This is an optimization exercise on Yosys and OpenROAD, whose aim is a short achievable clock period and few clock cycles, not a production implementation.
No run shown here included a check of the RTL's function; only the layout flow was run.
In run 2 the design's own scripts or RTL, not TritonCTS, make the clock network.
The clock input has no modelled driver; a real chip could not lean on it and would need a root buffer or a full tree.
Power is estimated from default activity; no workload was simulated.

File: design/flow/design.v
`default_nettype none
package cpu_pkg;
    typedef logic [31:0] word_t;      
    typedef logic [31:0] addr_t;      
    typedef logic [4:0]  reg_idx_t;   
    localparam logic [5:0] OP_RTYPE = 6'h00;
    localparam logic [5:0] OP_J     = 6'h02;
    localparam logic [5:0] OP_BEQ   = 6'h04;
    localparam logic [5:0] OP_BNE   = 6'h05;
    localparam logic [5:0] OP_ADDIU = 6'h09;
    localparam logic [5:0] OP_ORI   = 6'h0d;
    localparam logic [5:0] OP_LW    = 6'h23;
    localparam logic [5:0] OP_SW    = 6'h2b;
    localparam logic [5:0] FN_ADDU = 6'h21;
    localparam logic [5:0] FN_SUBU = 6'h23;
    localparam logic [5:0] FN_AND  = 6'h24;
    localparam logic [5:0] FN_OR   = 6'h25;
    localparam logic [5:0] FN_SLT  = 6'h2a;
    localparam logic [31:0] RESET_PC = 32'h0000_0000;   
endpackage
`default_nettype wire
`default_nettype none
import cpu_pkg::*;
module fetch_stage (
    input  cpu_pkg::word_t ins,
    input  cpu_pkg::addr_t pc,            
    input  cpu_pkg::addr_t pc_plus4,
    output logic [4:0]  rs,
    output logic [4:0]  rt,
    output logic [4:0]  dst,
    output logic        wr,               
    output logic        uses_rs,
    output logic        uses_rt_e,        
    output logic        lw,
    output logic        lw0,              
    output logic        sw,
    output logic        beq,
    output logic        bne,
    output logic        j,
    output logic        addiu,
    output logic        br_r0,            
    output logic        use_imm,
    output logic [31:0] imm,              
    output logic [31:0] sx,               
    output logic [4:0]  alu_op,           
    output logic        pred,             
    output logic        redirect,         
    output cpu_pkg::addr_t target         
);
    logic [5:0] op, fn;
    logic [4:0] rd;
    assign op = ins[31:26];
    assign fn = ins[5:0];
    assign rs = ins[25:21];
    assign rt = ins[20:16];
    assign rd = ins[15:11];
    logic is_r, r_add, r_sub, r_and, r_or, r_slt, r_ok;
    logic ori;
    assign is_r  = (op == OP_RTYPE);
    assign r_add = is_r && fn == FN_ADDU;
    assign r_sub = is_r && fn == FN_SUBU;
    assign r_and = is_r && fn == FN_AND;
    assign r_or  = is_r && fn == FN_OR;
    assign r_slt = is_r && fn == FN_SLT;
    assign r_ok  = r_add | r_sub | r_and | r_or | r_slt;
    assign addiu = (op == OP_ADDIU);
    assign ori   = (op == OP_ORI);
    assign lw    = (op == OP_LW);
    assign sw    = (op == OP_SW);
    assign beq   = (op == OP_BEQ);
    assign bne   = (op == OP_BNE);
    assign j     = (op == OP_J);
    assign lw0   = lw && rs == 5'd0;
    assign br_r0 = (beq | bne) && rt == 5'd0;
    assign dst       = r_ok ? rd : rt;
    assign wr        = (r_ok | addiu | ori | lw) && dst != 5'd0;
    assign uses_rs   = r_ok | addiu | ori | lw | sw | beq | bne;
    assign uses_rt_e = r_ok | beq | bne;
    assign use_imm   = addiu | ori | lw | sw;
    assign sx        = {{16{ins[15]}}, ins[15:0]};
    assign imm       = ori ? {16'h0000, ins[15:0]} : sx;
    assign alu_op    = {r_slt, r_or | ori, r_and, r_sub, r_add | addiu | lw | sw};
    assign pred     = beq ? (rs == rt || ins[15]) : (rs != rt);
    assign redirect = j | ((beq | bne) & pred);
    logic [16:0] lo, lo_p, lo_cn;
    logic [13:0] pc_hi, hi_inc, hi_dec, hi_c1, hi_c0, j_hi;
    ks_add #(.W(17), .SUB(1'b0), .CIN(1'b1)) u_lo (
        .x({1'b0, pc[17:2]}), .y({1'b0, ins[15:0]}), .s(lo), .p0(lo_p), .cn(lo_cn));
    assign pc_hi  = pc[31:18];
    assign hi_inc = pc_hi + 14'd1;
    assign hi_dec = pc_hi - 14'd1;
    assign j_hi   = {pc_plus4[31:28], ins[25:16]};
    assign hi_c1  = j ? j_hi : ins[15] ? pc_hi : hi_inc;    
    assign hi_c0  = j ? j_hi : ins[15] ? hi_dec : pc_hi;
    genvar i;
    generate
        for (i = 0; i < 14; i++) begin : g_hi
            logic n1, n0;
            c_nand2 u_1 (.a(lo[16]), .b(hi_c1[i]), .y(n1));
            c_nand2 u_0 (.a(lo_cn[16]), .b(hi_c0[i]), .y(n0));
            c_nand2 u_h (.a(n1), .b(n0), .y(target[i+18]));
        end
        for (i = 0; i < 16; i++) begin : g_lo
            c_mux2 u (.a(lo[i]), .b(ins[i]), .s(j), .y(target[i+2]));
        end
    endgenerate
    assign target[1:0] = pc[1:0];
endmodule
module predict_unit (
    input  logic [5:0] op,
    input  logic [4:0] rs,
    input  logic [4:0] rt,
    input  logic       imm_neg,
    input  logic [4:0] d_dst,       
    input  logic       d_addiu_ok,  
    output logic       pred_z1,
    output logic       pred_z0,
    output logic       redir_z1,
    output logic       redir_z0
);
    logic beq, bne, j, same, loop_hit;
    assign beq      = (op == OP_BEQ);
    assign bne      = (op == OP_BNE);
    assign j        = (op == OP_J);
    assign same     = (rs == rt);
    assign loop_hit = d_addiu_ok && rt == 5'd0 && rs == d_dst;
    assign pred_z1  = beq ? (loop_hit || same || imm_neg) : (!loop_hit && !same);
    assign pred_z0  = beq ? (!loop_hit && (same || imm_neg)) : (loop_hit || !same);
    assign redir_z1 = j || ((beq || bne) && pred_z1);
    assign redir_z0 = j || ((beq || bne) && pred_z0);
endmodule
`default_nettype wire
`default_nettype none
module register_file (
    input  logic        clock,
    input  logic        rst_n,
    input  logic [31:0] rs_sel,
    input  logic [31:0] rt_sel,
    output logic [31:0] rs_data,
    output logic [31:0] rt_data,
    output logic [31:1] valid_next,    
    input  logic [4:0]  write_idx,
    input  logic [31:0] write_data,
    input  logic        write_en
);
    logic [31:1][31:0] regs;
    logic [31:0][31:0] rd;       
    logic [31:1]       valid;
    logic [31:1]       we;
    always_comb begin
        for (int i = 1; i < 32; i++) we[i] = write_en && write_idx == 5'(i);
        valid_next = valid | we;
        rd[0] = write_data;
        for (int i = 1; i < 32; i++) rd[i] = regs[i];
    end
    always_ff @(posedge clock or negedge rst_n) begin
        if (!rst_n) valid <= '0;
        else        valid <= valid_next;
    end
    always_ff @(posedge clock) begin
        for (int i = 1; i < 32; i++)
            if (we[i]) regs[i] <= write_data;
    end
    genvar b, k;
    generate
        for (b = 0; b < 32; b++) begin : g_bit
            logic [15:0] s1, t1;
            logic [3:0]  s2, t2;
            logic [1:0]  s3, t3;
            for (k = 0; k < 16; k++) begin : g_l1
                c_aoi22 u_s (.a1(rs_sel[2*k]), .a2(rd[2*k][b]), .b1(rs_sel[2*k+1]),
                             .b2(rd[2*k+1][b]), .y(s1[k]));
                c_aoi22 u_t (.a1(rt_sel[2*k]), .a2(rd[2*k][b]), .b1(rt_sel[2*k+1]),
                             .b2(rd[2*k+1][b]), .y(t1[k]));
            end
            for (k = 0; k < 4; k++) begin : g_l2
                c_nand4 u_s (.a(s1[4*k]), .b(s1[4*k+1]), .c(s1[4*k+2]), .d(s1[4*k+3]), .y(s2[k]));
                c_nand4 u_t (.a(t1[4*k]), .b(t1[4*k+1]), .c(t1[4*k+2]), .d(t1[4*k+3]), .y(t2[k]));
            end
            for (k = 0; k < 2; k++) begin : g_l3
                c_nor2 u_s (.a(s2[2*k]), .b(s2[2*k+1]), .y(s3[k]));
                c_nor2 u_t (.a(t2[2*k]), .b(t2[2*k+1]), .y(t3[k]));
            end
            c_nand2 u_s (.a(s3[0]), .b(s3[1]), .y(rs_data[b]));
            c_nand2 u_t (.a(t3[0]), .b(t3[1]), .y(rt_data[b]));
        end
    endgenerate
endmodule
`default_nettype wire
`default_nettype none
module c_inv (input logic a, output logic y);
    assign y = ~a;
endmodule
module c_nand2 (input logic a, input logic b, output logic y);
    assign y = ~(a & b);
endmodule
module c_nor2 (input logic a, input logic b, output logic y);
    assign y = ~(a | b);
endmodule
module c_xor2 (input logic a, input logic b, output logic y);
    assign y = a ^ b;
endmodule
module c_xnor2 (input logic a, input logic b, output logic y);
    assign y = ~(a ^ b);
endmodule
module c_andn (input logic a, input logic b, output logic y);
    assign y = ~a & b;
endmodule
module c_orn (input logic a, input logic b, output logic y);
    assign y = ~a | b;
endmodule
module c_aoi21 (input logic a1, input logic a2, input logic b, output logic y);
    assign y = ~((a1 & a2) | b);
endmodule
module c_oai21 (input logic a1, input logic a2, input logic b, output logic y);
    assign y = ~((a1 | a2) & b);
endmodule
module c_aoi22 (input logic a1, input logic a2, input logic b1, input logic b2,
                output logic y);
    assign y = ~((a1 & a2) | (b1 & b2));
endmodule
module c_aoi222 (input logic a1, input logic a2, input logic b1, input logic b2,
                 input logic c1, input logic c2, output logic y);
    assign y = ~((a1 & a2) | (b1 & b2) | (c1 & c2));
endmodule
module c_nand3 (input logic a, input logic b, input logic c, output logic y);
    assign y = ~(a & b & c);
endmodule
module c_nand4 (input logic a, input logic b, input logic c, input logic d, output logic y);
    assign y = ~(a & b & c & d);
endmodule
module c_nor4 (input logic a, input logic b, input logic c, input logic d, output logic y);
    assign y = ~(a | b | c | d);
endmodule
module c_mux2 (input logic a, input logic b, input logic s, output logic y);
    assign y = s ? b : a;
endmodule
module ks_add #(
    parameter int W   = 32,
    parameter bit SUB = 1'b0,
    parameter bit CIN = SUB,
    parameter bit INV = 1'b0
) (
    input  logic [W-1:0] x,
    input  logic [W-1:0] y,
    output logic [W-1:0] s,
    output logic [W-1:0] p0,
    output logic [W-1:0] cn
);
    logic [W-1:0] g0, t0;
    genvar i;
    generate
        for (i = 0; i < W; i++) begin : g_pg
            if (INV && !SUB) begin : g_ia            
                c_nor2  u_g (.a(x[i]), .b(y[i]), .y(g0[i]));
                c_nand2 u_t (.a(x[i]), .b(y[i]), .y(t0[i]));
                c_xor2  u_p (.a(x[i]), .b(y[i]), .y(p0[i]));
            end else if (INV && SUB) begin : g_is    
                c_andn  u_g (.a(x[i]), .b(y[i]), .y(g0[i]));
                c_orn   u_t (.a(x[i]), .b(y[i]), .y(t0[i]));
                c_xnor2 u_p (.a(x[i]), .b(y[i]), .y(p0[i]));
            end else if (!SUB) begin : g_ta          
                c_nand2 u_g (.a(x[i]), .b(y[i]), .y(g0[i]));
                c_nor2  u_t (.a(x[i]), .b(y[i]), .y(t0[i]));
                c_xor2  u_p (.a(x[i]), .b(y[i]), .y(p0[i]));
            end else begin : g_ts                    
                c_orn   u_g (.a(x[i]), .b(y[i]), .y(g0[i]));
                c_andn  u_t (.a(x[i]), .b(y[i]), .y(t0[i]));
                c_xnor2 u_p (.a(x[i]), .b(y[i]), .y(p0[i]));
            end
        end
    endgenerate
    ks_core #(.W(W), .CIN(CIN), .G0INV(!INV)) u_core (.g0(g0), .t0(t0), .p0(p0), .s(s), .cn(cn));
endmodule
module ks_core #(
    parameter int W     = 32,
    parameter bit CIN   = 1'b0,
    parameter bit G0INV = 1'b1
) (
    input  logic [W-1:0] g0,
    input  logic [W-1:0] t0,
    input  logic [W-1:0] p0,
    output logic [W-1:0] s,
    output logic [W-1:0] cn
);
    localparam int L = (W <= 2) ? 1 : (W <= 4) ? 2 : (W <= 8) ? 3 : (W <= 16) ? 4 : (W <= 32) ? 5 : 6;
    logic [L:0][W-1:0] gg;
    logic [L:0][W-1:0] tt;
    genvar i, k;
    generate
        for (i = 0; i < W; i++) begin : g_l0
            if (i == 0 && CIN) begin : g_cin
                assign gg[0][i] = t0[i];
            end else begin : g_nocin
                assign gg[0][i] = g0[i];
            end
            assign tt[0][i] = t0[i];
        end
        for (k = 1; k <= L; k++) begin : g_lvl
            localparam int  D      = 1 << (k - 1);
            localparam bit  IN_INV = G0INV ^ ((k - 1) % 2 == 1);   
            for (i = 0; i < W; i++) begin : g_bit
                if (i >= D) begin : g_node
                    if (!IN_INV) begin : g_t2i      
                        c_aoi21 u_g (.a1(tt[k-1][i]), .a2(gg[k-1][i-D]), .b(gg[k-1][i]),
                                     .y(gg[k][i]));
                        if (i >= 2 * D) begin : g_t
                            c_nand2 u_t (.a(tt[k-1][i]), .b(tt[k-1][i-D]), .y(tt[k][i]));
                        end else begin : g_not
                            assign tt[k][i] = 1'b0;
                        end
                    end else begin : g_i2t           
                        c_oai21 u_g (.a1(tt[k-1][i]), .a2(gg[k-1][i-D]), .b(gg[k-1][i]),
                                     .y(gg[k][i]));
                        if (i >= 2 * D) begin : g_t
                            c_nor2 u_t (.a(tt[k-1][i]), .b(tt[k-1][i-D]), .y(tt[k][i]));
                        end else begin : g_not
                            assign tt[k][i] = 1'b0;
                        end
                    end
                end else begin : g_pass
                    c_inv u_g (.a(gg[k-1][i]), .y(gg[k][i]));
                    assign tt[k][i] = 1'b0;
                end
            end
        end
        localparam bit OUT_INV = G0INV ^ (L % 2 == 1);
        if (CIN) begin : g_s0c
            c_inv u_s0 (.a(p0[0]), .y(s[0]));
        end else begin : g_s0
            assign s[0] = p0[0];
        end
        assign cn[0] = 1'b0;
        for (i = 1; i < W; i++) begin : g_sum
            if (OUT_INV) begin : g_inv
                assign cn[i] = gg[L][i-1];
                c_xnor2 u_s (.a(p0[i]), .b(gg[L][i-1]), .y(s[i]));
            end else begin : g_true
                c_inv u_c (.a(gg[L][i-1]), .y(cn[i]));
                c_xor2 u_s (.a(p0[i]), .b(gg[L][i-1]), .y(s[i]));
            end
        end
    endgenerate
endmodule
module execute_stage (
    input  logic [31:0] e_a,           
    input  logic [31:0] e_b,           
    input  logic [31:0] e_t,           
    input  logic [31:0] m_res,         
    input  logic [31:0] m_res2,        
    input  logic [31:0] ld,            
    input  logic [31:0] w_val,         
    input  logic [31:0] m_n,           
    input  logic [31:0] m_la,
    input  logic [31:0] m_ls,
    input  logic [31:0] m_lr,
    input  logic        m_sltb,
    input  logic [6:0]  fa,            
    input  logic [6:0]  fb,            
    input  logic [7:0]  fx,            
    input  logic [3:0]  ft,            
    input  logic [4:0]  op_n,
    input  logic [6:0]  op_l,
    input  logic [1:0]  op_ll,
    input  logic        addr_l,        
    input  logic        sl_a,          
    output logic [31:0] result,        
    output logic [31:0] s_la,          
    output logic [31:0] s_ls,          
    output logic [31:0] s_lr,          
    output logic        slt_l,         
    output logic [31:0] addr,          
    output logic [31:0] rt_val         
);
    logic [31:0] a, b, x;
    logic [31:0] s_add, s_sub;
    logic [31:0] p_add, p_sub, p_la, p_ls, p_lr;
    logic [31:0] c_add, c_sub, c_la, c_ls, c_lr;
    genvar i;
    generate
        for (i = 0; i < 32; i++) begin : g_fwd
            logic a0, a1, a2, a3, b0, b1, b2, b3, x0, x1, x2, x3, t0, t1;
            c_aoi22 u_a0 (.a1(fa[0]), .a2(e_a[i]), .b1(fa[1]), .b2(m_n[i]), .y(a0));
            c_aoi22 u_a1 (.a1(fa[2]), .a2(m_la[i]), .b1(fa[3]), .b2(m_ls[i]), .y(a1));
            c_aoi22 u_a2 (.a1(fa[4]), .a2(m_lr[i]), .b1(fa[6]), .b2(w_val[i]), .y(a2));
            c_aoi22 u_b0 (.a1(fb[0]), .a2(e_b[i]), .b1(fb[1]), .b2(m_n[i]), .y(b0));
            c_aoi22 u_b1 (.a1(fb[2]), .a2(m_la[i]), .b1(fb[3]), .b2(m_ls[i]), .y(b1));
            c_aoi22 u_b2 (.a1(fb[4]), .a2(m_lr[i]), .b1(fb[6]), .b2(w_val[i]), .y(b2));
            c_aoi22 u_x0 (.a1(fx[0]), .a2(e_a[i]), .b1(fx[1]), .b2(e_b[i]), .y(x0));
            c_aoi22 u_x1 (.a1(fx[2]), .a2(m_n[i]), .b1(fx[3]), .b2(m_la[i]), .y(x1));
            c_aoi22 u_x2 (.a1(fx[4]), .a2(m_ls[i]), .b1(fx[5]), .b2(m_lr[i]), .y(x2));
            if (i == 0) begin : g_m0
                c_nand2 u_a3 (.a(fa[5]), .b(m_sltb), .y(a3));
                c_nand2 u_b3 (.a(fb[5]), .b(m_sltb), .y(b3));
                c_aoi22 u_x3 (.a1(fx[6]), .a2(m_sltb), .b1(fx[7]), .b2(w_val[i]), .y(x3));
                c_nand4 u_a (.a(a0), .b(a1), .c(a2), .d(a3), .y(a[i]));
                c_nand4 u_b (.a(b0), .b(b1), .c(b2), .d(b3), .y(b[i]));
            end else begin : g_mn
                c_nand2 u_x3 (.a(fx[7]), .b(w_val[i]), .y(x3));
                c_nand3 u_a (.a(a0), .b(a1), .c(a2), .y(a[i]));
                c_nand3 u_b (.a(b0), .b(b1), .c(b2), .y(b[i]));
            end
            c_nand4 u_x (.a(x0), .b(x1), .c(x2), .d(x3), .y(x[i]));
            c_aoi22  u_t0 (.a1(ft[0]), .a2(e_t[i]), .b1(ft[3]), .b2(w_val[i]), .y(t0));
            c_aoi22  u_t1 (.a1(ft[1]), .a2(m_res2[i]), .b1(ft[2]), .b2(ld[i]), .y(t1));
            c_nand2  u_t  (.a(t0), .b(t1), .y(rt_val[i]));
        end
    endgenerate
    ks_add #(.W(32), .SUB(1'b0)) u_add (.x(a),  .y(b),  .s(s_add), .p0(p_add), .cn(c_add));
    ks_add #(.W(32), .SUB(1'b1)) u_sub (.x(a),  .y(b),  .s(s_sub), .p0(p_sub), .cn(c_sub));
    logic [31:0] l_nand, l_nor, l_orn, l_andn;
    generate
        for (i = 0; i < 32; i++) begin : g_lpg
            c_nand2 u_a (.a(ld[i]), .b(x[i]), .y(l_nand[i]));
            c_nor2  u_o (.a(ld[i]), .b(x[i]), .y(l_nor[i]));
            c_orn   u_g (.a(ld[i]), .b(x[i]), .y(l_orn[i]));
            c_andn  u_t (.a(ld[i]), .b(x[i]), .y(l_andn[i]));
            c_xor2  u_p (.a(ld[i]), .b(x[i]), .y(p_la[i]));
            c_inv   u_q (.a(p_la[i]), .y(p_ls[i]));
        end
    endgenerate
    assign p_lr = p_ls;
    ks_core #(.W(32), .CIN(1'b0), .G0INV(1'b1)) u_la (.g0(l_nand), .t0(l_nor), .p0(p_la),
                                                      .s(s_la), .cn(c_la));
    ks_core #(.W(32), .CIN(1'b1), .G0INV(1'b1)) u_ls (.g0(l_orn), .t0(l_andn), .p0(p_ls),
                                                      .s(s_ls), .cn(c_ls));
    ks_core #(.W(32), .CIN(1'b1), .G0INV(1'b0)) u_lr (.g0(l_andn), .t0(l_orn), .p0(p_lr),
                                                      .s(s_lr), .cn(c_lr));
    logic en_n;
    assign en_n  = op_n[4] & ~p_add[31];
    assign slt_l = p_la[31] ? (sl_a ? ld[31] : x[31]) : (sl_a ? c_ls[31] : c_lr[31]);
    logic addr_ln;
    c_inv u_aln (.a(addr_l), .y(addr_ln));
    generate
        for (i = 0; i < 32; i++) begin : g_res
            logic y_n, y_e, m_l, m_n;
            c_aoi22 u_yn  (.a1(op_n[0]), .a2(s_add[i]), .b1(op_n[1]), .b2(s_sub[i]), .y(y_n));
            if (i == 0) begin : g_b0
                logic y_sn;
                assign y_e = ~((op_n[2] & a[i] & b[i]) | (op_n[3] & (a[i] | b[i])) |
                               (op_l[3] & ~l_nand[i]) | (op_l[4] & ~l_nor[i]) |
                               (op_n[4] & p_add[31] & a[31]));
                c_nand2 u_ysn (.a(en_n), .b(c_sub[31]), .y(y_sn));
                c_nand3 u_r   (.a(y_n), .b(y_e), .c(y_sn), .y(result[i]));
            end else begin : g_bn
                assign y_e = ~((op_n[2] & a[i] & b[i]) | (op_n[3] & (a[i] | b[i])) |
                               (op_l[3] & ~l_nand[i]) | (op_l[4] & ~l_nor[i]) |
                               (op_ll[0] & ld[i-1]));
                c_nand2 u_r (.a(y_n), .b(y_e), .y(result[i]));
            end
            c_nand2 u_ml (.a(addr_l), .b(s_la[i]), .y(m_l));
            c_nand2 u_mn (.a(addr_ln), .b(s_add[i]), .y(m_n));
            c_nand2 u_m  (.a(m_l), .b(m_n), .y(addr[i]));
        end
    endgenerate
endmodule
module m_select (
    input  logic [4:0]  kind,
    input  logic [31:0] r_n,
    input  logic [31:0] r_la,
    input  logic [31:0] r_ls,
    input  logic [31:0] r_lr,
    input  logic        r_slt,
    output logic [31:0] v,
    output logic [31:0] v2
);
    genvar i;
    generate
        for (i = 0; i < 32; i++) begin : g_b
            logic y0, y1;
            c_aoi22 u_0 (.a1(kind[0]), .a2(r_n[i]), .b1(kind[1]), .b2(r_la[i]), .y(y0));
            c_aoi22 u_1 (.a1(kind[2]), .a2(r_ls[i]), .b1(kind[3]), .b2(r_lr[i]), .y(y1));
            if (i == 0) begin : g_0
                logic y2;
                c_nand2 u_2 (.a(kind[4]), .b(r_slt), .y(y2));
                c_nand3 u_v  (.a(y0), .b(y1), .c(y2), .y(v[i]));
                c_nand3 u_v2 (.a(y0), .b(y1), .c(y2), .y(v2[i]));
            end else begin : g_n
                c_nand2 u_v  (.a(y0), .b(y1), .y(v[i]));
                c_nand2 u_v2 (.a(y0), .b(y1), .y(v2[i]));
            end
        end
    endgenerate
endmodule
module sum_is_zero (
    input  logic [31:0] a,
    input  logic [31:0] b,
    output logic        z
);
    logic [31:0] x, o, e;
    logic [15:0] l1;
    logic [7:0]  l2;
    logic [3:0]  l3;
    logic [1:0]  l4;
    genvar i;
    generate
        for (i = 0; i < 32; i++) begin : g_e
            c_xor2 u_x (.a(a[i]), .b(b[i]), .y(x[i]));
            logic on;
            c_nor2 u_on (.a(a[i]), .b(b[i]), .y(on));
            c_inv  u_o  (.a(on), .y(o[i]));
            if (i == 0) begin : g_0
                assign e[i] = x[i];
            end else begin : g_i
                c_xor2 u_e (.a(x[i]), .b(o[i-1]), .y(e[i]));
            end
        end
        for (i = 0; i < 16; i++) begin : g_l1
            c_nor2 u (.a(e[2*i]), .b(e[2*i+1]), .y(l1[i]));
        end
        for (i = 0; i < 8; i++) begin : g_l2
            c_nand2 u (.a(l1[2*i]), .b(l1[2*i+1]), .y(l2[i]));
        end
        for (i = 0; i < 4; i++) begin : g_l3
            c_nor2 u (.a(l2[2*i]), .b(l2[2*i+1]), .y(l3[i]));
        end
        for (i = 0; i < 2; i++) begin : g_l4
            c_nand2 u (.a(l3[2*i]), .b(l3[2*i+1]), .y(l4[i]));
        end
    endgenerate
    c_nor2 u_z (.a(l4[0]), .b(l4[1]), .y(z));
endmodule
module cmp_half32 (
    input  logic [31:0] a,
    input  logic [31:0] b,
    output logic [3:0][1:0] half    
);
    logic [31:0] x;
    logic [15:0] l1;
    logic [7:0]  l2;
    logic [3:0]  l3;
    genvar i;
    generate
        for (i = 0; i < 32; i++) begin : g_x
            c_xnor2 u (.a(a[i]), .b(b[i]), .y(x[i]));
        end
        for (i = 0; i < 16; i++) begin : g_l1
            c_nand2 u (.a(x[2*i]), .b(x[2*i+1]), .y(l1[i]));
        end
        for (i = 0; i < 8; i++) begin : g_l2
            c_nor2 u (.a(l1[2*i]), .b(l1[2*i+1]), .y(l2[i]));
        end
        for (i = 0; i < 4; i++) begin : g_l3
            c_nand2 u (.a(l2[2*i]), .b(l2[2*i+1]), .y(l3[i]));
        end
        for (i = 0; i < 8; i++) begin : g_l4
            c_nor2 u (.a(l3[2*(i%2)]), .b(l3[2*(i%2)+1]), .y(half[i/2][i%2]));
        end
    endgenerate
endmodule
module cmp_eq32 (
    input  logic [31:0] a,
    input  logic [31:0] b,
    output logic        eq,
    output logic        ne
);
    logic [31:0] x;
    logic [15:0] l1;
    logic [7:0]  l2;
    logic [3:0]  l3;
    logic [1:0]  l4;
    genvar i;
    generate
        for (i = 0; i < 32; i++) begin : g_x
            c_xnor2 u (.a(a[i]), .b(b[i]), .y(x[i]));           
        end
        for (i = 0; i < 16; i++) begin : g_l1
            c_nand2 u (.a(x[2*i]), .b(x[2*i+1]), .y(l1[i]));    
        end
        for (i = 0; i < 8; i++) begin : g_l2
            c_nor2 u (.a(l1[2*i]), .b(l1[2*i+1]), .y(l2[i]));   
        end
        for (i = 0; i < 4; i++) begin : g_l3
            c_nand2 u (.a(l2[2*i]), .b(l2[2*i+1]), .y(l3[i]));  
        end
        for (i = 0; i < 2; i++) begin : g_l4
            c_nor2 u (.a(l3[2*i]), .b(l3[2*i+1]), .y(l4[i]));   
        end
    endgenerate
    c_nand2 u_ne (.a(l4[0]), .b(l4[1]), .y(ne));
    c_inv   u_eq (.a(ne), .y(eq));
endmodule
module branch_check (
    input  logic [31:0] e_a,
    input  logic [31:0] e_b,
    input  logic [31:0] m_res,
    input  logic [31:0] ld,
    input  logic [31:0] w_val,
    input  logic [5:0]  sel_eq,
    input  logic [5:0]  sel_ne,
    input  logic        sel_same,
    input  logic [2:0]  x_sel,
    input  logic        sel_l_eq,
    input  logic        sel_l_ne,
    output logic [3:0]  mis_if_leq,
    output logic [3:0]  mis_if_lne,
    output logic [7:0]  eq_l,
    output logic [7:0]  ne_l
);
    logic [5:0]  eq, ne;
    logic [31:0] x;
    logic [3:0][1:0] half;
    cmp_eq32 u_c0 (.a(e_a),   .b(e_b),   .eq(eq[0]), .ne(ne[0]));
    cmp_eq32 u_c1 (.a(e_a),   .b(m_res), .eq(eq[1]), .ne(ne[1]));
    cmp_eq32 u_c2 (.a(e_a),   .b(w_val), .eq(eq[2]), .ne(ne[2]));
    cmp_eq32 u_c3 (.a(m_res), .b(e_b),   .eq(eq[3]), .ne(ne[3]));
    cmp_eq32 u_c4 (.a(m_res), .b(w_val), .eq(eq[4]), .ne(ne[4]));
    cmp_eq32 u_c5 (.a(w_val), .b(e_b),   .eq(eq[5]), .ne(ne[5]));
    logic keep_eq, keep_ne;    
    assign keep_eq = !(sel_same || sel_l_eq);
    assign keep_ne = !(sel_same || sel_l_ne);
    genvar i;
    generate
        for (i = 0; i < 4; i++) begin : g_early
            logic [5:0] t;
            logic       u0, u1, e_n;
            for (genvar k = 0; k < 6; k++) begin : g_t
                c_aoi22 u (.a1(sel_eq[k]), .a2(eq[k]), .b1(sel_ne[k]), .b2(ne[k]), .y(t[k]));
            end
            c_nand3 u_0 (.a(t[0]), .b(t[1]), .c(t[2]), .y(u0));
            c_nand3 u_1 (.a(t[3]), .b(t[4]), .c(t[5]), .y(u1));
            c_nor2  u_e (.a(u0), .b(u1), .y(e_n));      
            c_nand2 u_q (.a(e_n), .b(keep_eq), .y(mis_if_leq[i]));
            c_nand2 u_r (.a(e_n), .b(keep_ne), .y(mis_if_lne[i]));
        end
    endgenerate
    assign x = ({32{x_sel[0]}} & e_a) | ({32{x_sel[1]}} & e_b) | ({32{x_sel[2]}} & w_val);
    cmp_half32 u_cl (.a(ld), .b(x), .half(half));
    generate
        for (i = 0; i < 8; i++) begin : g_out
            logic eq_n;
            c_nand2 u_ne (.a(half[i/2][0]), .b(half[i/2][1]), .y(ne_l[i]));
            c_nand2 u_en (.a(half[i/2][0]), .b(half[i/2][1]), .y(eq_n));
            c_inv   u_eq (.a(eq_n), .y(eq_l[i]));
        end
    endgenerate
endmodule
`default_nettype wire
`default_nettype none
import cpu_pkg::*;
module processor (
    input  logic  clock,
    input  logic  rst_n,
    output cpu_pkg::addr_t fetch_address,
    input  cpu_pkg::word_t instruction,
    output cpu_pkg::addr_t memory_address,
    output logic  memory_read,
    output logic  memory_write,
    output cpu_pkg::word_t memory_write_data,
    input  cpu_pkg::word_t memory_read_data
);
    logic [31:0] pc;                  
    logic        d_valid;
    logic [4:0]  d_rs, d_rt, d_dst;
    logic        d_wr, d_lw, d_sw, d_beq, d_bne, d_use_imm, d_addiu;
    logic [31:0] d_imm;
    logic [4:0]  d_op;
    logic        d_pred, d_redirect;
    logic [31:0] d_tgt;
    logic [31:0] d_rs_sel, d_rt_sel;   
    logic [31:0] e_a, e_b, e_t;
    logic [6:0]  e_fa, e_fb;
    logic [7:0]  e_fx;
    logic [3:0]  e_ft;
    logic [4:0]  e_op_n;
    logic [6:0]  e_op_l;
    logic [1:0]  e_op_ll;
    logic        e_addr_l;
    logic [4:0]  e_kind;               
    logic        e_sl_a;
    logic        e_wr, e_load, e_store;
    logic [5:0]  e_mis_eq, e_mis_ne;   
    logic        e_mis_same, e_mis_l_eq, e_mis_l_ne;
    logic [2:0]  e_x_sel;
    logic [4:0]  e_dst;
    logic [31:0] e_alt;                
    logic [31:0] m_n, m_la, m_ls, m_lr;             
    logic        m_sltb;
    logic [4:0]  m_kind;
    logic [31:0] m_res, m_res2;                     
    logic [31:0] m_addr, m_wdata;
    logic        m_wr, m_load, m_rd, m_store;
    logic [4:0]  m_dst;
    logic [31:0] w_val;                
    logic [31:0] w_rf;                 
    logic        w_wr;
    logic [4:0]  w_dst;
    logic [31:0] pc_plus4;
    assign pc_plus4      = pc + 32'd4;
    logic [31:0] pc_out;               
    assign fetch_address = pc_out;
    logic [4:0]  f_rs, f_rt, f_dst, f_op;
    logic        f_wr, f_uses_rs, f_uses_rt_e, f_lw, f_lw0, f_sw, f_beq, f_bne, f_use_imm;
    logic        f_j, f_addiu, f_br_r0;
    logic [31:0] f_imm, f_sx, f_tgt;
    logic        f_pred_static, f_redirect_static, f_pred, f_redirect;
    fetch_stage fetch_stage_inst (
        .ins       (instruction),
        .pc        (pc),
        .pc_plus4  (pc_plus4),
        .rs        (f_rs),
        .rt        (f_rt),
        .dst       (f_dst),
        .wr        (f_wr),
        .uses_rs   (f_uses_rs),
        .uses_rt_e (f_uses_rt_e),
        .lw        (f_lw),
        .lw0       (f_lw0),
        .sw        (f_sw),
        .beq       (f_beq),
        .bne       (f_bne),
        .j         (f_j),
        .addiu     (f_addiu),
        .br_r0     (f_br_r0),
        .use_imm   (f_use_imm),
        .imm       (f_imm),
        .sx        (f_sx),
        .alu_op    (f_op),
        .pred      (f_pred_static),
        .redirect  (f_redirect_static),
        .target    (f_tgt)
    );
    logic        n_rs_byp, n_rt_byp;
    logic [31:0] n_rs_sel, n_rt_sel;
    logic [31:1] rf_valid_next;
    assign n_rs_byp = m_wr && m_dst == f_rs;
    assign n_rt_byp = m_wr && m_dst == f_rt;
    always_comb begin
        n_rs_sel[0] = n_rs_byp;
        n_rt_sel[0] = n_rt_byp;
        for (int i = 1; i < 32; i++) begin
            n_rs_sel[i] = (f_rs == 5'(i)) && !n_rs_byp && rf_valid_next[i];
            n_rt_sel[i] = (f_rt == 5'(i)) && !n_rt_byp && rf_valid_next[i];
        end
    end
    logic       mispredict;
    logic [3:0] mis_if_leq, mis_if_lne;
    logic [7:0] eq_l, ne_l;       
    logic [31:0] rs_val, rt_val_d;
    register_file register_file_inst (
        .clock      (clock),
        .rst_n      (rst_n),
        .rs_sel     (d_rs_sel),
        .rt_sel     (d_rt_sel),
        .rs_data    (rs_val),
        .rt_data    (rt_val_d),
        .valid_next (rf_valid_next),
        .write_idx  (w_dst),
        .write_data (~w_rf),
        .write_en   (w_wr)
    );
    logic e_hit_rs, e_hit_rt;
    logic a_r, a_m, a_l, a_w, b_r, b_m, b_l, b_w;
    assign e_hit_rs = e_wr && e_dst == d_rs;
    assign e_hit_rt = e_wr && e_dst == d_rt;
    assign a_m = e_hit_rs && !e_load;
    assign a_l = e_hit_rs && e_load;
    assign a_w = !e_hit_rs && m_wr && m_dst == d_rs;
    assign a_r = !e_hit_rs && !a_w;
    assign b_m = e_hit_rt && !e_load;
    assign b_l = e_hit_rt && e_load;
    assign b_w = !e_hit_rt && m_wr && m_dst == d_rt;
    assign b_r = !e_hit_rt && !b_w;
    logic bl, only_a, only_b, both_l, none_l;
    logic op_add, op_sub, op_and, op_or, op_slt;
    assign {op_slt, op_or, op_and, op_sub, op_add} = d_op;
    assign bl     = b_l && !d_use_imm;
    assign none_l = !a_l && !bl;
    assign only_a = a_l && !bl;
    assign only_b = !a_l && bl;
    assign both_l = a_l && bl;
    logic [4:0] kind_e;
    assign kind_e = e_kind;
    logic       mis_if_eq, mis_if_ne;
    logic [5:0] pair;
    logic [2:0] x_sel;
    assign pair  = {a_w && b_r,
                    (a_m && b_w) || (a_w && b_m),
                    a_m && b_r,
                    a_r && b_w,
                    a_r && b_m,
                    a_r && b_r};
    assign x_sel = {(a_l && b_w) || (a_w && b_l), a_l && b_r, a_r && b_l};
    assign mis_if_eq = d_valid && (d_beq ? !d_pred : d_bne && d_pred);
    assign mis_if_ne = d_valid && (d_beq ? d_pred : d_bne && !d_pred);
    logic ai_zero, pred_z1, pred_z0, redir_z1, redir_z0;
    sum_is_zero sum_is_zero_inst (.a(rs_val), .b(d_imm), .z(ai_zero));
    predict_unit predict_unit_inst (
        .op         (instruction[31:26]),
        .rs         (f_rs),
        .rt         (f_rt),
        .imm_neg    (instruction[15]),
        .d_dst      (d_dst),
        .d_addiu_ok (d_valid && d_addiu && d_wr && a_r),
        .pred_z1    (pred_z1),
        .pred_z0    (pred_z0),
        .redir_z1   (redir_z1),
        .redir_z0   (redir_z0)
    );
    logic ai_nz, pq1, pq0, rq1, rq0;
    c_inv   u_nz  (.a(ai_zero), .y(ai_nz));
    c_nand2 u_pq1 (.a(ai_zero), .b(pred_z1), .y(pq1));
    c_nand2 u_pq0 (.a(ai_nz), .b(pred_z0), .y(pq0));
    c_nand2 u_pr  (.a(pq1), .b(pq0), .y(f_pred));
    c_nand2 u_rq1 (.a(ai_zero), .b(redir_z1), .y(rq1));
    c_nand2 u_rq0 (.a(ai_nz), .b(redir_z0), .y(rq0));
    c_nand2 u_rr  (.a(rq1), .b(rq0), .y(f_redirect));
    logic [31:0] pc_seq, pc_alt;
    assign pc_seq = !rst_n ? RESET_PC : (d_valid && d_redirect) ? d_tgt : pc_plus4;
    assign pc_alt = !rst_n ? RESET_PC : e_alt;
    always_ff @(posedge clock or negedge rst_n) begin
        if (!rst_n) begin
            d_valid <= 1'b0;
        end else begin
            d_valid <= !mispredict;
        end
    end
    logic [31:0] pc_next, pc_out_next;
    genvar gi;
    generate
        for (gi = 0; gi < 32; gi++) begin : g_pc
            logic p1, p0, n1, n0;
            c_mux2 u_p1 (.a(pc_seq[gi]), .b(pc_alt[gi]), .s(mis_if_leq[gi / 8]), .y(p1));
            c_mux2 u_p0 (.a(pc_seq[gi]), .b(pc_alt[gi]), .s(mis_if_lne[gi / 8]), .y(p0));
            c_nand2 u_1 (.a(eq_l[gi / 4]), .b(p1), .y(n1));
            c_nand2 u_0 (.a(ne_l[gi / 4]), .b(p0), .y(n0));
            c_nand2 u_p (.a(n1), .b(n0), .y(pc_next[gi]));
            c_nand2 u_o (.a(n1), .b(n0), .y(pc_out_next[gi]));
        end
    endgenerate
    always_ff @(posedge clock) begin
        pc     <= pc_next;
        pc_out <= pc_out_next;
    end
    always_ff @(posedge clock) begin
        d_rs       <= f_rs;
        d_rt       <= f_rt;
        d_dst      <= f_dst;
        d_wr       <= f_wr;
        d_lw       <= f_lw;
        d_sw       <= f_sw;
        d_beq      <= f_beq;
        d_bne      <= f_bne;
        d_addiu    <= f_addiu;
        d_use_imm  <= f_use_imm;
        d_imm      <= f_imm;
        d_op       <= f_op;
        d_pred     <= f_pred;
        d_redirect <= f_redirect;
        d_tgt      <= f_tgt;
        d_rs_sel   <= n_rs_sel;
        d_rt_sel   <= n_rt_sel;
    end
    always_ff @(posedge clock or negedge rst_n) begin
        if (!rst_n) begin
            e_wr    <= 1'b0;
            e_load  <= 1'b0;
            e_store <= 1'b0;
        end else begin
            e_wr    <= d_valid && d_wr;
            e_load  <= d_valid && d_lw;
            e_store <= d_valid && d_sw;
        end
    end
    always_ff @(posedge clock) begin
        e_a        <= rs_val;
        e_b        <= d_use_imm ? d_imm : rt_val_d;
        e_t        <= rt_val_d;
        e_fa       <= a_l ? 7'd0 : {a_w, {5{a_m}} & kind_e, a_r};
        e_fb       <= d_use_imm ? 7'd1 : b_l ? 7'd0 : {b_w, {5{b_m}} & kind_e, b_r};
        e_fx       <= only_a ? {!d_use_imm && b_w, {5{!d_use_imm && b_m}} & kind_e,
                                d_use_imm || b_r, 1'b0}
                             : only_b ? {a_w, {5{a_m}} & kind_e, 1'b0, a_r} : 8'd0;
        e_ft       <= {b_w, b_l, b_m, b_r};
        e_op_n     <= {5{none_l}} & d_op;
        e_op_l     <= {only_a && op_slt, only_b && op_slt,
                       ((only_a || only_b) && op_or) || (both_l && (op_and || op_or)),
                       (only_a || only_b) && op_and, only_b && op_sub, only_a && op_sub,
                       (only_a || only_b) && op_add};
        e_op_ll    <= {1'b0, both_l && op_add};    
        e_addr_l   <= only_a;
        e_kind     <= {(only_a || only_b) && op_slt, only_b && op_sub, only_a && op_sub,
                       (only_a || only_b) && op_add,
                       !((only_a || only_b) && (op_slt || op_sub || op_add))};
        e_sl_a     <= only_a;
        e_mis_eq   <= {6{mis_if_eq}} & pair;
        e_mis_ne   <= {6{mis_if_ne}} & pair;
        e_x_sel    <= x_sel;
        e_mis_l_eq <= mis_if_eq && (|x_sel);
        e_mis_l_ne <= mis_if_ne && (|x_sel);
        e_mis_same <= mis_if_eq && ((a_m && b_m) || (a_l && b_l) || (a_w && b_w));
        e_dst      <= d_dst;
        e_alt      <= d_pred ? pc_plus4 : d_tgt;
    end
    logic [31:0] alu_result, alu_la, alu_ls, alu_lr, alu_addr, rt_fwd;
    logic        alu_slt_l;
    m_select m_select_inst (
        .kind  (m_kind),
        .r_n   (m_n),
        .r_la  (m_la),
        .r_ls  (m_ls),
        .r_lr  (m_lr),
        .r_slt (m_sltb),
        .v     (m_res),
        .v2    (m_res2)
    );
    execute_stage execute_stage_inst (
        .e_a    (e_a),
        .e_b    (e_b),
        .e_t    (e_t),
        .m_res  (m_res),
        .ld     (memory_read_data),
        .w_val  (w_val),
        .fa     (e_fa),
        .fb     (e_fb),
        .fx     (e_fx),
        .ft     (e_ft),
        .op_n   (e_op_n),
        .op_l   (e_op_l),
        .op_ll  (e_op_ll),
        .addr_l (e_addr_l),
        .m_res2 (m_res2),
        .m_n    (m_n),
        .m_la   (m_la),
        .m_ls   (m_ls),
        .m_lr   (m_lr),
        .m_sltb (m_sltb),
        .sl_a   (e_sl_a),
        .result (alu_result),
        .s_la   (alu_la),
        .s_ls   (alu_ls),
        .s_lr   (alu_lr),
        .slt_l  (alu_slt_l),
        .addr   (alu_addr),
        .rt_val (rt_fwd)
    );
    branch_check branch_check_inst (
        .e_a        (e_a),
        .e_b        (e_b),
        .m_res      (m_res2),
        .ld         (memory_read_data),
        .w_val      (w_val),
        .sel_eq     (e_mis_eq),
        .sel_ne     (e_mis_ne),
        .sel_same   (e_mis_same),
        .x_sel      (e_x_sel),
        .sel_l_eq   (e_mis_l_eq),
        .sel_l_ne   (e_mis_l_ne),
        .mis_if_leq (mis_if_leq),
        .mis_if_lne (mis_if_lne),
        .eq_l       (eq_l),
        .ne_l       (ne_l)
    );
    assign mispredict = eq_l[0] ? mis_if_leq[0] : mis_if_lne[0];
    always_ff @(posedge clock or negedge rst_n) begin
        if (!rst_n) begin
            m_wr    <= 1'b0;
            m_load  <= 1'b0;
            m_store <= 1'b0;
        end else begin
            m_wr    <= e_wr;
            m_load  <= e_load;
            m_store <= e_store;
        end
    end
    always_ff @(posedge clock) begin
        m_n     <= alu_result;
        m_la    <= alu_la;
        m_ls    <= alu_ls;
        m_lr    <= alu_lr;
        m_sltb  <= alu_slt_l;
        m_kind  <= e_kind;
        m_addr  <= alu_addr;
        m_rd    <= e_load;
        m_wdata <= rt_fwd;
        m_dst   <= e_dst;
    end
    assign memory_address    = m_addr;
    assign memory_read       = m_rd;
    assign memory_write      = m_store;
    assign memory_write_data = m_wdata;
    always_ff @(posedge clock or negedge rst_n) begin
        if (!rst_n) begin
            w_wr <= 1'b0;
        end else begin
            w_wr <= m_wr;
        end
    end
    logic [31:0] w_val_in, w_rf_in;
    generate
        for (gi = 0; gi < 32; gi++) begin : g_wv
            c_mux2 u_v (.a(m_res2[gi]), .b(memory_read_data[gi]), .s(m_load), .y(w_val_in[gi]));
            c_inv  u_r (.a(w_val_in[gi]), .y(w_rf_in[gi]));
        end
    endgenerate
    always_ff @(posedge clock) begin
        w_val <= w_val_in;
        w_rf  <= w_rf_in;
        w_dst <= m_dst;
    end
endmodule
`default_nettype wire
File: design/flow/flow/run.sh
#!/bin/bash
# The standard ORFS layout (standard.sh), with timing repair aiming 7 ns
# below the 10 ns clock (SETUP_SLACK_MARGIN; the SDC is unchanged, the margin
# only sets how far repair_timing goes), and clock tree sinks clustered in
# groups of at most 30 within 80 um.
set -uo pipefail
export SETUP_SLACK_MARGIN=7.0
export CTS_ARGS="-sink_clustering_enable -repair_clock_nets -sink_clustering_size 30 -sink_clustering_max_diameter 80"
bash standard.sh > make_flow.log 2>&1
File: design/flow/standard.sh
#!/bin/bash
# synth_recipe.tcl (not shown) runs the flow's synth.tcl, then flattens the netlist and writes it again
# the make line also repeats each setting of config.mk as NAME=value (left out here)
make -C /OpenROAD-flow-scripts/flow DESIGN_CONFIG=/design/flow/config.mk WORK_HOME=/design/flow/orfs CLKGATE_MAP_FILE= SYNTH_SCRIPT=/design/flow/synth_recipe.tcl "${@:-finish}"
File: design/flow/config.mk
export PLATFORM = sky130hd
export DESIGN_NAME = processor
export DESIGN_NICKNAME = processor
export VERILOG_FILES = /design/flow/design.v
export SDC_FILE = /design/flow/constraint.sdc
export NUM_CORES = 8
export LEC_CHECK = 0
export CAP_MARGIN = 20
export CORE_MARGIN = 2
export CORE_UTILIZATION = 50
export SLEW_MARGIN = 20
export SYNTH_HIERARCHICAL = 1
export SYNTH_MINIMUM_KEEP_SIZE = 0
File: design/flow/constraint.sdc
create_clock -name core_clock -period 10.0 [get_ports {clock}]
set_input_delay 2.0000 -clock core_clock [delete_from_list [all_inputs] [get_ports {clock}]]
set_output_delay 2.0000 -clock core_clock [all_outputs]
set_load 0.01 [all_outputs]
==> results.json, run 1 <==
{
  "clkSlewWorstSetupHoldPaths_ns": 0.11,
  "ant_nets": 0,
  "rows": 158,
  "grt_pass1_wl_um": 539000,
  "cp_num_buf_inv": 1,
  "hp-class": "reg2reg",
  "core_um2": 185000,
  "wl_met1_um": 156000,
  "r2r-end": "pc_out[15]$_DFF_P_",
  "ys_warn_count": 8,
  "syn_to_final_growth_pct": 19.0,
  "vias": 75400,
  "worst_ep_arrival_time_ns": 1.40,
  "syn_area_um2": 92800,
  "grt_setup_unrepaired": "true",
  "first_global_vias": 72000,
  "final_cell_mix": "a22oi_2, edfxtp_1, nand2_1",
  "r2r_setup_slack_ns": 6.71,
  "path_max_fanout": 1,
  "met3_length_um": 45400,
  "drive_gt1_share_pct": 43.8,
  "final_common_cell": "a22oi_2",
  "dr.pass1.iters": 9,
  "crit_required_ns": 8.00,
  "crit_path_cell_trace": "buf_6",
  "crit_type": "reg2out",
  "start_util_pct": 50.2,
  "antenna_found_initial": 28,
  "fin_area_um2": 110000,
  "max_stage_delay_ns": 0.45,
  "post_drt_wl_per_cell_um": 34.6,
  "finalHoldViolCount": 0,
  "ff2ff_path_depth": 18,
  "tns_ns": 0,
  "crit_path_top_delay_cell": "dfrtp_1",
  "max-cap-violations": 0,
  "track_usage_pct": 39.7,
  "grt-ovfl-total": 0,
  "p_leak_nw": 38.6,
  "vias_per_cell": 6.65,
  "die_area_um2": 189000,
  "drt_iter0_drc": 10100,
  "power_density_nw_per_um2": 132,
  "route.met2.wl_um": 166000,
  "die_h_um": 435,
  "hp-start": "d_dst[3]$_DFF_P_",
  "period_needed_ns": 3.40,
  "root_buffer": "clkbuf_16",
  "worstHoldEndpoint": "e_dst[3]$_DFF_P_",
  "reg2reg_from": "m_kind[0]$_DFF_P_",
  "setup_viol": 0,
  "port_buffers": 163,
  "placed_cell_area_um2": 99500,
  "io_pins": 164,
  "end_kind": "primary output",
  "outcome": "complete, no violations",
  "final_nets": 8815,
  "clock_sinks": 1716,
  "slew_headroom_pct": 11.6,
  "max_freq_mhz": 295,
  "drc_errors": 0,
  "peakVddDrop_mv": 0.144,
  "tightest_slew_ns": 1.32,
  "hold_depth": 0,
  "clk_latency_ns": 0.84,
  "highest_layer": "met5",
  "grt_max_degree": 72,
  "cts_made_buffers": 106,
  "postCtsHoldBufs": 0,
  "drt-total-wl_um": 392000,
  "clock_skew_ns": 0.0511,
  "clk_path_buf_depth": 3,
  "syn_inst": 8135,
  "htree_levels": 3,
  "syn_avg_cell_area_um2": 11.4,
  "crit_path_start_kind": "register",
  "report.final.slew_viol_count": 0,
  "gp_routability_congestion": 1.04,
  "cp_top_family": "flip-flops",
  "hpwl_um": 261000,
  "fin_crit_sh_pct": 34.0,
  "cts_tree": "built",
  "die_w_um": 435
}
## sequential cells by signal, indices dropped and copies added, names as in the netlist, 7 cells and up
signal and cells:
w_val 32, e_a 32, e_alt 32, m_lr 32
d_rs_sel 32, register_file_inst.regs 992, pc 32, m_n 32
e_fb 7, e_b 32, m_wdata 32, register_file_inst.valid 31
m_ls 32, pc_out 32, m_addr 32, e_fa 7
e_t 32, d_rt_sel 32, d_imm 32, m_la 32
e_fx 8, w_rf 32, d_tgt 32
## cell type report
cell class / instances / area [µm²]
flip-flops and latches: 1716 / 44800
diodes: 14 / 35.0
fillers: 15200 / 74400
multi-input cells: 5834 / 49900
repair buffers: 623 / 6240
well taps: 2480 / 3100
clock inverters: 81 / 1310
inverters: 460 / 2160
clock buffers: 120 / 2860
## worst max-delay path by stage
stage / start / to / slack (ns) / depth (start not counted)
2_1_floorplan: instruction[19] / d_redirect$_DFF_P_ / 6.61 / 8
3_3_place_gp: memory_read_data[14] / m_addr[22]$_DFF_P_ / 5.04 / 10
3_5_place_dp: memory_read_data[14] / pc[25]$_DFF_P_ / 5.06 / 9
4_1_cts: m_store$_DFF_PN0_ / memory_write / 6.57 / 1
5_1_grt: m_store$_DFF_PN0_ / memory_write / 6.57 / 1
6_report: m_store$_DFF_PN0_ / memory_write / 6.60 / 1
## per-layer routing
metal	vias to the layer above	global-route usage [%]
met5	-	0
met4	12	20.7
met1	38000	53.3
met2	4598	58.0
met3	1071	11.4
li1	31700	-
## what timing repair did
action                                  4_1_cts  5_1_grt
pin swaps                                    92      222
endpoints found under the setup margin      466      393
resized for setup                          1245      496
buffers inserted                            155      121
hold endpoints to repair                      0        0
gates cloned                                  5        5
## power by group
part,switching (mW),internal [mW],total (mW)
combinational,0.975,0.549,1.52
clock,2.97,2.42,5.39
sequential,0.170,7.54,7.71
total,4.11,10.5,14.6
## per-stage QoR
step | util [%] | setup slack [ns] | hold WS [ns] | std cells | power, mW
2_1_floorplan | - | 6.61 | 0.329 | 8136 | 8.61
3_3_place_gp | 53.9 | 5.04 | 0.343 | 10800 | 9.16
3_5_place_dp | 53.9 | 5.06 | 0.340 | 10800 | 9.17
4_1_cts | 58.1 | 6.57 | 0.369 | 11200 | 14.5
5_1_grt | 59.7 | 6.57 | 0.366 | 11300 | 15.0
6_report | 59.8 | 6.60 | 0.368 | 11300 | 14.6
==> run 2: changes to the inputs <==
==> design/flow/flow/run.sh (replaced) <==
#!/bin/bash
# The standard ORFS layout (standard.sh), with these changes to how it works:
# - timing repair aims 7 ns below the 10 ns clock (SETUP_SLACK_MARGIN; the SDC
#   is unchanged, the margin only sets how far repair_timing goes);
# - the clock tree is built by flow/mycts.tcl (through the PRE_CTS_TCL hook):
#   four root buffers at the clock port, each driving leaf buffers over
#   balanced clusters of about 20 flip-flops, instead of TritonCTS's deeper tree.
set -uo pipefail
here=$(pwd)
export SETUP_SLACK_MARGIN=7.0
export PRE_CTS_TCL=$here/flow/pre_cts.tcl
export MYCTS_PER_LEAF=20
bash standard.sh > make_flow.log 2>&1
==> design/flow/flow/mycts.tcl (new file) <==
set ::mycts_nmid 0
set ::mycts_iters 0
# Two-level clock tree: leaf clkbuf_16s over grid clusters of flops,
# NROOT root clkbuf_16s each driving a group of leaves, fed by the clock port.
proc mycts_build { {per_leaf 30} {nroot 4} {bufname sky130_fd_sc_hd__clkbuf_16} } {
  set block [ord::get_db_block]
  set db [ord::get_db]
  set master [$db findMaster $bufname]
  set clk_bterm [$block findBTerm clock]
  set clk_net [$clk_bterm getNet]
  # sinks: all instance pins on the clock net
  set sinks {}
  foreach it [$clk_net getITerms] {
    set inst [$it getInst]
    set bb [$inst getBBox]
    set x [expr {([$bb xMin] + [$bb xMax]) / 2}]
    set y [expr {([$bb yMin] + [$bb yMax]) / 2}]
    lappend sinks [list $it $x $y]
  }
  set n [llength $sinks]
  set nleaf [expr {int(ceil(double($n) / $per_leaf))}]
  # grid: ncol columns, nrow rows, ncol*nrow >= nleaf
  set ncol [expr {int(round(sqrt($nleaf)))}]
  if {$ncol < 1} { set ncol 1 }
  set nrow [expr {int(ceil(double($nleaf) / $ncol))}]
  set sx [lsort -integer -index 1 $sinks]
  set clusters {}
  set percol [expr {double($n) / $ncol}]
  for {set c 0} {$c < $ncol} {incr c} {
    set lo [expr {int(round($c * $percol))}]
    set hi [expr {int(round(($c + 1) * $percol)) - 1}]
    set col [lsort -integer -index 2 [lrange $sx $lo $hi]]
    set m [llength $col]
    set perrow [expr {double($m) / $nrow}]
    for {set r 0} {$r < $nrow} {incr r} {
      set lo2 [expr {int(round($r * $perrow))}]
      set hi2 [expr {int(round(($r + 1) * $perrow)) - 1}]
      if {$hi2 >= $lo2} { lappend clusters [lrange $col $lo2 $hi2] }
    }
  }
  # refine with k-means (Lloyd), keeping the grid clusters as the start
  set cent {}
  foreach cl $clusters {
    set sxs 0; set sys 0
    foreach s $cl { set sxs [expr {$sxs + [lindex $s 1]}]; set sys [expr {$sys + [lindex $s 2]}] }
    lappend cent [list [expr {$sxs / [llength $cl]}] [expr {$sys / [llength $cl]}]]
  }
  set K [llength $cent]
  for {set iter 0} {$iter < $::mycts_iters} {incr iter} {
    set new [lrepeat $K {}]
    foreach s $sinks {
      set bx [lindex $s 1]; set by [lindex $s 2]
      set best 0; set bd 1e30
      for {set j 0} {$j < $K} {incr j} {
        set c [lindex $cent $j]
        set d [expr {abs($bx - [lindex $c 0]) + abs($by - [lindex $c 1])}]
        if {$d < $bd} { set bd $d; set best $j }
      }
      lset new $best [concat [lindex $new $best] [list $s]]
    }
    set cent {}
    set clusters {}
    foreach cl $new {
      if {[llength $cl] == 0} continue
      set sxs 0; set sys 0
      foreach s $cl { set sxs [expr {$sxs + [lindex $s 1]}]; set sys [expr {$sys + [lindex $s 2]}] }
      lappend cent [list [expr {$sxs / [llength $cl]}] [expr {$sys / [llength $cl]}]]
      lappend clusters $cl
    }
    set K [llength $cent]
  }
  # leaves
  set leaves {}
  set k 0
  foreach cl $clusters {
    set sxs 0; set sys 0
    foreach s $cl { set sxs [expr {$sxs + [lindex $s 1]}]; set sys [expr {$sys + [lindex $s 2]}] }
    set cx [expr {$sxs / [llength $cl]}]; set cy [expr {$sys / [llength $cl]}]
    set inst [odb::dbInst_create $block $master "clkleaf_$k"]
    $inst setLocation $cx $cy
    $inst setPlacementStatus PLACED
    $inst setSourceType TIMING
    set net [odb::dbNet_create $block "clknet_leaf_$k"]
    $net setSigType CLOCK
    [$inst findITerm X] connect $net
    foreach s $cl {
      set it [lindex $s 0]
      $it disconnect
      $it connect $net
    }
    lappend leaves [list $inst $cx $cy]
    incr k
  }
  # optional middle level: NMID buffers, each driving a grid group of leaves
  if {$::mycts_nmid > 0} {
    set mids {}
    set lx [lsort -integer -index 1 $leaves]
    set nl [llength $lx]
    set mc [expr {int(round(sqrt($::mycts_nmid)))}]
    set mr [expr {$::mycts_nmid / $mc}]
    set perc [expr {double($nl) / $mc}]
    set mi 0
    for {set c 0} {$c < $mc} {incr c} {
      set lo [expr {int(round($c * $perc))}]
      set hi [expr {int(round(($c + 1) * $perc)) - 1}]
      set col [lsort -integer -index 2 [lrange $lx $lo $hi]]
      set m [llength $col]
      set perr [expr {double($m) / $mr}]
      for {set q 0} {$q < $mr} {incr q} {
        set lo2 [expr {int(round($q * $perr))}]
        set hi2 [expr {int(round(($q + 1) * $perr)) - 1}]
        set grp [lrange $col $lo2 $hi2]
        if {[llength $grp] == 0} continue
        set sxs 0; set sys 0
        foreach l $grp { set sxs [expr {$sxs + [lindex $l 1]}]; set sys [expr {$sys + [lindex $l 2]}] }
        set cx [expr {$sxs / [llength $grp]}]; set cy [expr {$sys / [llength $grp]}]
        set inst [odb::dbInst_create $block $master "clkmid_$mi"]
        $inst setLocation $cx $cy
        $inst setPlacementStatus PLACED
        $inst setSourceType TIMING
        set net [odb::dbNet_create $block "clknet_mid_$mi"]
        $net setSigType CLOCK
        [$inst findITerm X] connect $net
        foreach l $grp { [[lindex $l 0] findITerm A] connect $net }
        lappend mids [list $inst $cx $cy]
        incr mi
      }
    }
    set leaves $mids
  }
  # roots: split leaves into nroot groups (columns of leaves sorted by x, then y)
  set lx [lsort -integer -index 1 $leaves]
  set nl [llength $lx]
  set rc [expr {int(round(sqrt($nroot)))}]
  set rr [expr {$nroot / $rc}]
  set perc [expr {double($nl) / $rc}]
  set r 0
  for {set c 0} {$c < $rc} {incr c} {
    set lo [expr {int(round($c * $perc))}]
    set hi [expr {int(round(($c + 1) * $perc)) - 1}]
    set col [lsort -integer -index 2 [lrange $lx $lo $hi]]
    set m [llength $col]
    set perr [expr {double($m) / $rr}]
    for {set q 0} {$q < $rr} {incr q} {
      set lo2 [expr {int(round($q * $perr))}]
      set hi2 [expr {int(round(($q + 1) * $perr)) - 1}]
      set grp [lrange $col $lo2 $hi2]
      set sxs 0; set sys 0
      foreach l $grp { set sxs [expr {$sxs + [lindex $l 1]}]; set sys [expr {$sys + [lindex $l 2]}] }
      set cx [expr {$sxs / [llength $grp]}]; set cy [expr {$sys / [llength $grp]}]
      set inst [odb::dbInst_create $block $master "clkroot_$r"]
      $inst setLocation $cx $cy
      $inst setPlacementStatus PLACED
      $inst setSourceType TIMING
      set net [odb::dbNet_create $block "clknet_root_$r"]
      $net setSigType CLOCK
      [$inst findITerm X] connect $net
      foreach l $grp { [[lindex $l 0] findITerm A] connect $net }
      [$inst findITerm A] connect $clk_net
      incr r
    }
  }
  $clk_net setSigType CLOCK
  puts "mycts: $n sinks, [llength $leaves] leaves, $r roots"
}
==> design/flow/flow/pre_cts.tcl (new file) <==
# PRE_CTS hook: build the clock tree here (mycts.tcl), then make the flow's
# own clock_tree_synthesis call a no-op. The rest of the CTS step (placement
# legalisation, timing repair) runs as usual.
source [file join [file dirname [info script]] mycts.tcl]
set ::mycts_iters 0
mycts_build $::env(MYCTS_PER_LEAF) 4
set_propagated_clock [all_clocks]
rename clock_tree_synthesis ""
proc clock_tree_synthesis {args} { puts "clock_tree_synthesis skipped: tree built by mycts" }
==> run 2 against run 1 <==
- synthesized cell count is the same
- final area shrank 1.2%
- highest routed layer unchanged
- worst hold slack lost 0.0035 ns
- worst setup slack gained 0.15 ns
- sequential power is essentially flat
==> results.json, run 2 <==
{
  "syn_inst": 8135,
  "cp-startpoint": "m_kind[2]$_DFF_P_",
  "ant_nets": 0,
  "r2r-end": "pc_out[29]$_DFF_P_",
  "layout_setup_ws_ns": 6.76,
  "die_w_um": 435,
  "drive_gt1_share_pct": 43.3,
  "drt-total-wl_um": 393000,
  "vias": 75200,
  "die_h_um": 435,
  "period_needed_ns": 3.24,
  "hp-class": "reg2reg",
  "rows": 158,
  "ff2ff_path_depth": 17,
  "track_usage_pct": 39.4,
  "ys_warn_count": 8,
  "hpwl_um": 261000,
  "reg2reg_from": "m_kind[2]$_DFF_P_",
  "grt-ovfl-total": 0,
  "final_nets": 8805,
  "grt_max_degree": 72,
  "path_max_fanout": 14,
  "die_area_um2": 189000,
  "post-place-ws_ns": 5.06,
  "start_util_pct": 50.2,
  "slew_headroom_pct": 24.3,
  "grt_setup_unrepaired": "true",
  "max_freq_mhz": 309,
  "crit_type": "reg2reg",
  "outcome": "complete, no violations",
  "crit_required_ns": 10.48,
  "crit_path_cell_trace": "buf_12 -> buf_12 -> a22oi_2 -> nand2_2 -> xnor2_1 -> nand2_1 -> nor2_1 -> nand2_1 -> nor2_4 -> nand2_4 -> a22oi_2 -> nand3_2 -> nor2_4 -> nand2_4 -> mux2_4 -> nand2_1 -> nand2_1",
  "fillCellCount": 15400,
  "core_um2": 185000,
  "syn_area_um2": 92800,
  "final_cell_mix": "a22oi_2, edfxtp_1, nand2_1",
  "crit_path_start_kind": "register",
  "tightest_slew_ns": 1.13,
  "cp_common_cell": "nand2_1",
  "tns_ns": 0,
  "placed_cell_area_um2": 99500,
  "utilization_pct": 59.0,
  "peakVddDrop_mv": 0.241,
  "final_common_cell": "a22oi_2",
  "fin_area_um2": 109000,
  "syn_to_final_growth_pct": 17.6,
  "drt_iter0_drc": 9915,
  "end_kind": "register",
  "largest_reg_flops": 992,
  "largest_register": "register_file_inst.regs",
  "worst_ep_arrival_time_ns": 3.72,
  "clock_skew_ns": 0.0847,
  "gp_routability_congestion": 1.04,
  "report.final.slew_viol_count": 0,
  "post_drt_wl_per_cell_um": 35.0,
  "dr.pass1.iters": 10,
  "port_buffers": 163,
  "clk_latency_ns": 0.66,
  "dp.cells": 10800,
  "clkSlewWorstSetupHoldPaths_ns": 0.09,
  "crit_path_top_delay_cell": "mux2_4",
  "max_stage_delay_ns": 0.38,
  "setup_viol": 0,
  "io_pins": 164,
  "drc_errors": 0,
  "finalHoldViolCount": 0,
  "grt_pass1_wl_um": 539000,
  "p_leak_nw": 37.7,
  "crit_end": "pc_out[29]$_DFF_P_",
  "syn_avg_cell_area_um2": 11.4,
  "fin_cells": 11200,
  "vias_per_cell": 6.70,
  "antenna_found_initial": 33,
  "fin_crit_sh_pct": 32.4,
  "power_density_nw_per_um2": 120,
  "max-cap-violations": 0,
  "first_global_vias": 71800,
  "r2r_setup_slack_ns": 6.76
}
run 2: layout make-up, clock buffers not listed:
type / instances / area (µm²) / area share [%]
antenna: 7 / 17.5 / 0.0161
inverter: 460 / 2170 / 1.99
multi-input combinational: 5834 / 50400 / 46.2
sequential: 1716 / 44800 / 41.1
tap: 2480 / 3100 / 2.84
timing repair buffer: 624 / 6230 / 5.71
timing repair inverter: 1 / 8.76 / 0.00803
run 2: stage by stage:
stage | power, mW | hold WS (ns)
finish | 13.1 | 0.365
detailed placement | 9.17 | 0.340
global route | 13.5 | 0.373
CTS | 13.0 | 0.363
floorplan | 8.61 | 0.329
global placement | 9.16 | 0.343
run 2: how the worst min path moves through the flow:
stage	startpoint	to	slack [ns]	cells past startpoint
3_5_place_dp	e_store$_DFF_PN0_	m_store$_DFF_PN0_	0.34	0
5_1_grt	d_dst[2]$_DFF_P_	e_dst[2]$_DFF_P_	0.37	0
2_1_floorplan	m_dst[2]$_DFF_P_	w_dst[2]$_DFF_P_	0.33	0
4_1_cts	d_dst[0]$_DFF_P_	e_dst[0]$_DFF_P_	0.36	0
6_report	d_dst[1]$_DFF_P_	e_dst[1]$_DFF_P_	0.36	0
3_3_place_gp	e_store$_DFF_PN0_	m_store$_DFF_PN0_	0.34	0
run 2: per-layer routing:
layer  wire, µm  share of wire [%]  GRT usage [%]
met5        126              0.032              0
met4      24100                6.1           19.2
met3      46700                 12           10.5
met2     166000                 42           58.0
met1     156000                 40           53.7
run 2: where the power goes:
group	total, mW	switching, mW	internal (mW)
Clock	3.92	2.28	1.64
Combinational	1.52	0.975	0.546
Sequential	7.71	0.170	7.54
run 2: what timing repair did:
action                     in CTS  in global routing
setup endpoints to repair     474                378
pin swaps                     127                186
buffers inserted              134                142
hold buffers                    0                  0
gates resized for setup      1434                487
gates cloned                    6                  7
run 2: worst max-delay path, delay by kind of cell (launching register included):
| kind | cells | cell delay (ns) |
|---|---|---|
| AO/OA/AOI/OAI | 2 | 0.36 |
| multiplexers | 1 | 0.38 |
| AND/OR/NAND/NOR | 11 | 1.49 |
| flip-flops | 1 | 0.37 |
| buffers and inverters | 2 | 0.34 |
| XOR/XNOR | 1 | 0.16 |

separate check: timing with driven ports:
In the flow no input, the clock included, has a driving cell. The finished layouts below were timed again as built, in two steps.
Step 1 sets driving cells, clkbuf_16 on the clock port and buf_2 on the other inputs (assumed; they add their load-dependent delay and slew).
Step 2 times the ports against the registers' clock, not the clock port: input delays grow and output delays shrink by t, the midpoint of the rising clock arrivals with the driver on.
Slacks: ideal ports / drivers / drivers and shift; pairs: ideal ports / drivers.
run | t, ns | setup slack, ns | worst setup path after step 2 | worst data-port slew with drivers (ns)
run 1 | 0.903 | 6.605 / 6.518 / 6.032 | input to register | 0.10
run 2 | 0.800 | 6.759 / 6.641 / 6.227 | input to register | 0.13
After both steps setup and hold are still met in every run listed. The setup slack of run 1, which loses most, moves by -0.087 ns with the drivers and by -0.573 ns with both steps.
